Source: an optimization exercise on an open RTL-to-GDS flow (aim: small area and a short achievable clock period). Production flows keep margins and buffers that such runs may drop.
RTL that was checked went through simulation tests only; none was proved equivalent to the original.
Power figures rest on the tool's default switching activity, not on a simulated workload.

==> run H <==
==> flow/design.v (excerpt) <==
module sram_arb_top (
  input  logic         clk,
  input  logic         rst,
  input  logic [3:0]   en,
  input  logic [3:0]   wr,
  input  logic [127:0] wr_data,
  input  logic [27:0]  addr,
  output logic [3:0]   gnt,
  output logic [3:0]   rd_valid,
  output logic [31:0]  rd_data
);
==> module sram_arb, before the edit <==
module sram_arb
#(
  parameter int DATA_W = sram_arb_pkg::DEF_DATA_W,
  parameter int ADDR_W = sram_arb_pkg::DEF_ADDR_W,
  parameter int NCH    = sram_arb_pkg::DEF_NCH,
  parameter int RD_LAT = sram_arb_pkg::DEF_RD_LAT
) (
  input  logic                  clk,
  input  logic                  rst,
  input  logic [NCH-1:0]        en,
  input  logic [NCH-1:0]        wr,
  input  logic [NCH*DATA_W-1:0] wr_data,
  input  logic [NCH*ADDR_W-1:0] addr,
  output logic [NCH-1:0]        gnt,
  output logic [NCH-1:0]        rd_valid,
  output logic [DATA_W-1:0]     rd_data
);
  localparam int DEPTH = 2 ** ADDR_W;
  logic [ADDR_W-1:0] sel_addr;
  logic [DATA_W-1:0] sel_wdata;
  localparam int LO_W = ADDR_W / 2;
  localparam int HI_W = ADDR_W - LO_W;
  logic [2**LO_W-1:0] sel_lo;
  logic [2**HI_W-1:0] sel_hi;
  logic [2**LO_W-1:0] req_lo;
  logic [2**HI_W-1:0] req_hi;
  logic [DATA_W-1:0] req_wdata;
  logic              req_we;
  logic [NCH-1:0]    rd_v0;
  logic [NCH-1:0]    rd_v1;
  logic [DATA_W-1:0] mem [DEPTH];
  logic [DEPTH-1:0]  row;
  logic [DATA_W-1:0] rd_word;
  logic [DATA_W-1:0] rd_q;
  rr_arbiter #(.NCH(NCH)) u_arb (
    .clk (clk),
    .rst (rst),
    .req (en),
    .gnt (gnt)
  );
  always_comb begin
    sel_addr  = '0;
    sel_wdata = '0;
    for (int i = 0; i < NCH; i++) begin
      sel_addr  = sel_addr  | ({ADDR_W{gnt[i]}} & addr[i*ADDR_W +: ADDR_W]);
      sel_wdata = sel_wdata | ({DATA_W{gnt[i]}} & wr_data[i*DATA_W +: DATA_W]);
    end
  end
  always_comb begin
    for (int k = 0; k < 2**LO_W; k++) sel_lo[k] = (sel_addr[LO_W-1:0] == LO_W'(k));
    for (int k = 0; k < 2**HI_W; k++) sel_hi[k] = (sel_addr[ADDR_W-1:LO_W] == HI_W'(k));
  end
  always_ff @(posedge clk) begin
    req_lo    <= sel_lo;
    req_hi    <= sel_hi;
    req_wdata <= sel_wdata;
    req_we    <= |(gnt & wr);
  end
  always_ff @(posedge clk or posedge rst) begin
    if (rst) begin
      rd_v0 <= '0;
      rd_v1 <= '0;
    end else begin
      rd_v0 <= gnt & ~wr;
      rd_v1 <= rd_v0;
    end
  end
  always_comb begin
    for (int r = 0; r < DEPTH; r++) row[r] = req_hi[r >> LO_W] & req_lo[r % (2**LO_W)];
  end
  always_ff @(posedge clk) begin
    for (int r = 0; r < DEPTH; r++) begin
      if (req_we && row[r]) mem[r] <= req_wdata;
    end
  end
  for (genvar b = 0; b < DATA_W; b++) begin : g_rd
    logic [DEPTH-1:0] col;
    always_comb begin
      for (int r = 0; r < DEPTH; r++) col[r] = mem[r][b];
    end
    sram_arb_rdmux #(.N(DEPTH)) u_mux (.sel(row), .d(col), .y(rd_word[b]));
  end
  always_ff @(posedge clk) rd_q <= rd_word;
  assign rd_valid = rd_v1;
  assign rd_data  = rd_q;
endmodule
==> module sram_arb_rdmux, before the edit <==
module sram_arb_rdmux
#(
  parameter int N = 3
) (
  input  logic [N-1:0] sel,
  input  logic [N-1:0] d,
  output logic         y
);
  localparam int NG = (N + 2) / 3;
  logic [NG-1:0] grp_n;
  for (genvar g = 0; g < NG; g++) begin : g_grp
    if (3 * g + 2 < N) begin : g_3
      sram_arb_aoi222 u_aoi (
        .a (sel[3*g +: 3]),
        .b (d[3*g +: 3]),
        .y (grp_n[g])
      );
    end else if (3 * g + 1 < N) begin : g_2
      sram_arb_aoi22 u_aoi (
        .a (sel[3*g +: 2]),
        .b (d[3*g +: 2]),
        .y (grp_n[g])
      );
    end else begin : g_1
      assign grp_n[g] = ~(sel[3*g] & d[3*g]);
    end
  end
  assign y = ~&grp_n;
endmodule
==> module sram_arb_aoi222, before the edit <==
module sram_arb_aoi222 (
  input  logic [2:0] a,
  input  logic [2:0] b,
  output logic       y
);
  assign y = ~|(a & b);
endmodule
==> module sram_arb_aoi22, before the edit <==
module sram_arb_aoi22 (
  input  logic [1:0] a,
  input  logic [1:0] b,
  output logic       y
);
  assign y = ~|(a & b);
endmodule
==> module rr_arbiter, before the edit <==
module rr_arbiter
#(
  parameter int NCH = sram_arb_pkg::DEF_NCH
) (
  input  logic           clk,
  input  logic           rst,
  input  logic [NCH-1:0] req,
  output logic [NCH-1:0] gnt
);
  logic [NCH-1:0] ahead [NCH];
  logic [NCH-1:0] blocked;
  always_comb begin
    for (int i = 0; i < NCH; i++) begin
      blocked[i] = 1'b0;
      for (int j = 0; j < NCH; j++) begin
        if (j < i) blocked[i] = blocked[i] | (req[j] &  ahead[j][i]);
        if (j > i) blocked[i] = blocked[i] | (req[j] & ~ahead[i][j]);
      end
      gnt[i] = req[i] & ~blocked[i] & ~rst;
    end
  end
  always_ff @(posedge clk or posedge rst) begin
    if (rst) begin
      for (int i = 0; i < NCH; i++) ahead[i] <= '1;
    end else if (|gnt) begin
      for (int i = 0; i < NCH; i++) begin
        for (int j = i + 1; j < NCH; j++) begin
          ahead[i][j] <= ~|(gnt & (((NCH)'(1) << j) - ((NCH)'(1) << i)));
        end
      end
    end
  end
endmodule
export LEC_CHECK = 0
export CAP_MARGIN = 20
export CORE_MARGIN = 2
export CORE_UTILIZATION = 65
export CTS_BUF_LIST = sky130_fd_sc_hd__clkbuf_8 sky130_fd_sc_hd__clkbuf_16
export CTS_CLUSTER_DIAMETER = 80
export CTS_CLUSTER_SIZE = 24
export PLACE_DENSITY = 0.75
export SETUP_SLACK_MARGIN = 3.5
export SLEW_MARGIN = 20
export SYNTH_HIERARCHICAL = 1
export SYNTH_MINIMUM_KEEP_SIZE = 0
create_clock -name core_clock -period 6.3 [get_ports {clk}]
run.sh (not shown) runs the stock make flow with config.mk's settings and CLKGATE_MAP_FILE= SYNTH_SCRIPT=/design/flow/synth_recipe.tcl, a recipe that flattens the netlist after the stock synthesis.
==> run A: changes against run H <==
--- a/flow/design.v
+++ b/flow/design.v
@@ -60,10 +60,5 @@
   logic [ADDR_W-1:0] sel_addr;
   logic [DATA_W-1:0] sel_wdata;
-  localparam int LO_W = ADDR_W / 2;
-  localparam int HI_W = ADDR_W - LO_W;
-  logic [2**LO_W-1:0] sel_lo;
-  logic [2**HI_W-1:0] sel_hi;
-  logic [2**LO_W-1:0] req_lo;
-  logic [2**HI_W-1:0] req_hi;
+  logic [ADDR_W-1:0] req_addr;
   logic [DATA_W-1:0] req_wdata;
   logic              req_we;
@@ -88,11 +83,6 @@
     end
   end
-  always_comb begin
-    for (int k = 0; k < 2**LO_W; k++) sel_lo[k] = (sel_addr[LO_W-1:0] == LO_W'(k));
-    for (int k = 0; k < 2**HI_W; k++) sel_hi[k] = (sel_addr[ADDR_W-1:LO_W] == HI_W'(k));
-  end
   always_ff @(posedge clk) begin
-    req_lo    <= sel_lo;
-    req_hi    <= sel_hi;
+    req_addr  <= sel_addr;
     req_wdata <= sel_wdata;
     req_we    <= |(gnt & wr);
@@ -108,5 +98,5 @@
   end
   always_comb begin
-    for (int r = 0; r < DEPTH; r++) row[r] = req_hi[r >> LO_W] & req_lo[r % (2**LO_W)];
+    for (int r = 0; r < DEPTH; r++) row[r] = (req_addr == ADDR_W'(r));
   end
   always_ff @(posedge clk) begin
@@ -128,5 +118,5 @@
 module sram_arb_rdmux
 #(
-  parameter int N = 3
+  parameter int N = 2
 ) (
   input  logic [N-1:0] sel,
@@ -134,38 +124,5 @@
   output logic         y
 );
-  localparam int NG = (N + 2) / 3;
-  logic [NG-1:0] grp_n;
-  for (genvar g = 0; g < NG; g++) begin : g_grp
-    if (3 * g + 2 < N) begin : g_3
-      sram_arb_aoi222 u_aoi (
-        .a (sel[3*g +: 3]),
-        .b (d[3*g +: 3]),
-        .y (grp_n[g])
-      );
-    end else if (3 * g + 1 < N) begin : g_2
-      sram_arb_aoi22 u_aoi (
-        .a (sel[3*g +: 2]),
-        .b (d[3*g +: 2]),
-        .y (grp_n[g])
-      );
-    end else begin : g_1
-      assign grp_n[g] = ~(sel[3*g] & d[3*g]);
-    end
-  end
-  assign y = ~&grp_n;
-endmodule
-module sram_arb_aoi222 (
-  input  logic [2:0] a,
-  input  logic [2:0] b,
-  output logic       y
-);
-  assign y = ~|(a & b);
-endmodule
-module sram_arb_aoi22 (
-  input  logic [1:0] a,
-  input  logic [1:0] b,
-  output logic       y
-);
-  assign y = ~|(a & b);
+  assign y = |(sel & d);
 endmodule
 module sram_arb_top (
==> flow/config.mk (replaced) <==
export PLATFORM = sky130hd
export DESIGN_NAME = sram_arb_top
export DESIGN_NICKNAME = sram_arb_top
export VERILOG_FILES = /design/flow/design.v
export SDC_FILE = /design/flow/constraint.sdc
export NUM_CORES = 4
export LEC_CHECK = 0
export CAP_MARGIN = 20
export CORE_MARGIN = 2
export CORE_UTILIZATION = 30
export PLACE_DENSITY = 0.45
export SETUP_SLACK_MARGIN = 0.2
export SLEW_MARGIN = 20
export SYNTH_HIERARCHICAL = 1
export SYNTH_MINIMUM_KEEP_SIZE = 0
==> run E: changes against run H <==
--- a/flow/design.v
+++ b/flow/design.v
@@ -14,7 +14,41 @@
   input  logic           rst,
   input  logic [NCH-1:0] req,
+  output logic [NCH-1:0] gnt,
+  output logic [NCH-1:0] gnt_int
+);
+  logic [NCH*NCH-1:0] behind;
+  rr_grant #(.NCH(NCH)) u_gnt_port (
+    .rst    (rst),
+    .req    (req),
+    .behind (behind),
+    .gnt    (gnt)
+  );
+  rr_grant #(.NCH(NCH)) u_gnt_int (
+    .rst    (rst),
+    .req    (req),
+    .behind (behind),
+    .gnt    (gnt_int)
+  );
+  always_ff @(posedge clk or posedge rst) begin
+    if (rst) begin
+      behind <= '0;
+    end else if (|gnt_int) begin
+      for (int i = 0; i < NCH; i++) begin
+        for (int j = i + 1; j < NCH; j++) begin
+          behind[i*NCH + j] <= |(gnt_int & (((NCH)'(1) << j) - ((NCH)'(1) << i)));
+        end
+      end
+    end
+  end
+endmodule
+module rr_grant
+#(
+  parameter int NCH = sram_arb_pkg::DEF_NCH
+) (
+  input  logic           rst,
+  input  logic [NCH-1:0] req,
+  input  logic [NCH*NCH-1:0] behind,
   output logic [NCH-1:0] gnt
 );
-  logic [NCH-1:0] ahead [NCH];
   logic [NCH-1:0] blocked;
   always_comb begin
@@ -22,19 +56,8 @@
       blocked[i] = 1'b0;
       for (int j = 0; j < NCH; j++) begin
-        if (j < i) blocked[i] = blocked[i] | (req[j] &  ahead[j][i]);
-        if (j > i) blocked[i] = blocked[i] | (req[j] & ~ahead[i][j]);
+        if (j < i) blocked[i] = blocked[i] | (req[j] & ~behind[j*NCH + i]);
+        if (j > i) blocked[i] = blocked[i] | (req[j] &  behind[i*NCH + j]);
       end
       gnt[i] = req[i] & ~blocked[i] & ~rst;
-    end
-  end
-  always_ff @(posedge clk or posedge rst) begin
-    if (rst) begin
-      for (int i = 0; i < NCH; i++) ahead[i] <= '1;
-    end else if (|gnt) begin
-      for (int i = 0; i < NCH; i++) begin
-        for (int j = i + 1; j < NCH; j++) begin
-          ahead[i][j] <= ~|(gnt & (((NCH)'(1) << j) - ((NCH)'(1) << i)));
-        end
-      end
     end
   end
@@ -66,17 +89,24 @@
   logic [2**LO_W-1:0] req_lo;
   logic [2**HI_W-1:0] req_hi;
-  logic [DATA_W-1:0] req_wdata;
-  logic              req_we;
+  logic              sel_we;
   logic [NCH-1:0]    rd_v0;
   logic [NCH-1:0]    rd_v1;
   logic [DATA_W-1:0] mem [DEPTH];
   logic [DEPTH-1:0]  row;
-  logic [DATA_W-1:0] rd_word;
-  logic [DATA_W-1:0] rd_q;
+  logic [NCH-1:0]    gnt_int;
+  localparam int PART = 48;
+  localparam int NP   = (DEPTH + PART - 1) / PART;
+  function automatic int PART_N(input int p);
+    PART_N = DEPTH - p * PART;
+    if (PART_N > PART) PART_N = PART;
+  endfunction
+  logic [DATA_W*NP-1:0] rd_part;
+  logic [DATA_W*NP-1:0] rd_q;
   rr_arbiter #(.NCH(NCH)) u_arb (
     .clk (clk),
     .rst (rst),
     .req (en),
-    .gnt (gnt)
+    .gnt     (gnt),
+    .gnt_int (gnt_int)
   );
   always_comb begin
@@ -84,6 +114,6 @@
     sel_wdata = '0;
     for (int i = 0; i < NCH; i++) begin
-      sel_addr  = sel_addr  | ({ADDR_W{gnt[i]}} & addr[i*ADDR_W +: ADDR_W]);
-      sel_wdata = sel_wdata | ({DATA_W{gnt[i]}} & wr_data[i*DATA_W +: DATA_W]);
+      sel_addr  = sel_addr  | ({ADDR_W{gnt_int[i]}} & addr[i*ADDR_W +: ADDR_W]);
+      sel_wdata = sel_wdata | ({DATA_W{gnt_int[i]}} & wr_data[i*DATA_W +: DATA_W]);
     end
   end
@@ -92,9 +122,8 @@
     for (int k = 0; k < 2**HI_W; k++) sel_hi[k] = (sel_addr[ADDR_W-1:LO_W] == HI_W'(k));
   end
+  assign sel_we = |(gnt_int & wr);
   always_ff @(posedge clk) begin
-    req_lo    <= sel_lo;
-    req_hi    <= sel_hi;
-    req_wdata <= sel_wdata;
-    req_we    <= |(gnt & wr);
+    req_lo <= sel_lo;
+    req_hi <= sel_hi;
   end
   always_ff @(posedge clk or posedge rst) begin
@@ -103,5 +132,5 @@
       rd_v1 <= '0;
     end else begin
-      rd_v0 <= gnt & ~wr;
+      rd_v0 <= gnt_int & ~wr;
       rd_v1 <= rd_v0;
     end
@@ -112,5 +141,5 @@
   always_ff @(posedge clk) begin
     for (int r = 0; r < DEPTH; r++) begin
-      if (req_we && row[r]) mem[r] <= req_wdata;
+      if (sel_we && sel_hi[r >> LO_W] && sel_lo[r % (2**LO_W)]) mem[r] <= sel_wdata;
     end
   end
@@ -120,9 +149,15 @@
       for (int r = 0; r < DEPTH; r++) col[r] = mem[r][b];
     end
-    sram_arb_rdmux #(.N(DEPTH)) u_mux (.sel(row), .d(col), .y(rd_word[b]));
-  end
-  always_ff @(posedge clk) rd_q <= rd_word;
+    for (genvar p = 0; p < NP; p++) begin : g_part
+      sram_arb_rdmux #(.N(PART_N(p))) u_mux (
+        .sel  (row[p*PART +: PART_N(p)]),
+        .d    (col[p*PART +: PART_N(p)]),
+        .y_n  (rd_part[b*NP + p])
+      );
+    end
+    assign rd_data[b] = ~&rd_q[b*NP +: NP];
+  end
+  always_ff @(posedge clk) rd_q <= rd_part;
   assign rd_valid = rd_v1;
-  assign rd_data  = rd_q;
 endmodule
 module sram_arb_rdmux
@@ -132,5 +167,5 @@
   input  logic [N-1:0] sel,
   input  logic [N-1:0] d,
-  output logic         y
+  output logic         y_n
 );
   localparam int NG = (N + 2) / 3;
@@ -153,5 +188,5 @@
     end
   end
-  assign y = ~&grp_n;
+  assign y_n = &grp_n;
 endmodule
 module sram_arb_aoi222 (
--- a/flow/config.mk
+++ b/flow/config.mk
@@ -13,5 +13,5 @@
 export CTS_CLUSTER_SIZE = 24
 export PLACE_DENSITY = 0.75
-export SETUP_SLACK_MARGIN = 3.5
+export SETUP_SLACK_MARGIN = 3.4
 export SLEW_MARGIN = 20
 export SYNTH_HIERARCHICAL = 1
==> notes <==
- Run A produced a clean layout. Run E did not get past 5_1_grt. Run H passed the timing, DRC and antenna checks.
- In sequential power, run H and run A hardly differ.
- Between run A and run H, the lower worst hold slack is in run A (gap 0.016 ns).
- In run H the combinational power is lower than in run A, by 9.8%.
- The lowest synthesized area belongs to run H, the highest to run A.
Only the layout flow was run in run A and run E; the RTL was not checked for function there.

[what the ideal ports hide]
Ports are ideal in the flow. The routed layouts listed here were re-timed in OpenROAD.
Step 1: set_driving_cell puts a clkbuf_16 on clk and a buf_2 on each other input, an assumption about the parent block.
Step 2 moves the port delays by t, midway between the first and last clock arrival at a register: inputs arrive t later, outputs are due t later. That takes back most of the time a late clock gives input paths.
Three values: ideal, step 1, step 2; two values: the first two.
run	t (ns)	slack for setup (ns)	pins driven straight from the clock port
run H	0.956	2.964 / 2.903 / 2.336	1
run A	1.108	0.909 / 0.909 / 0.909	1
After both steps every run listed still meets setup and hold. For run H, which loses most, drivers alone change the setup slack by -0.061 ns; drivers and shift together by -0.628 ns.
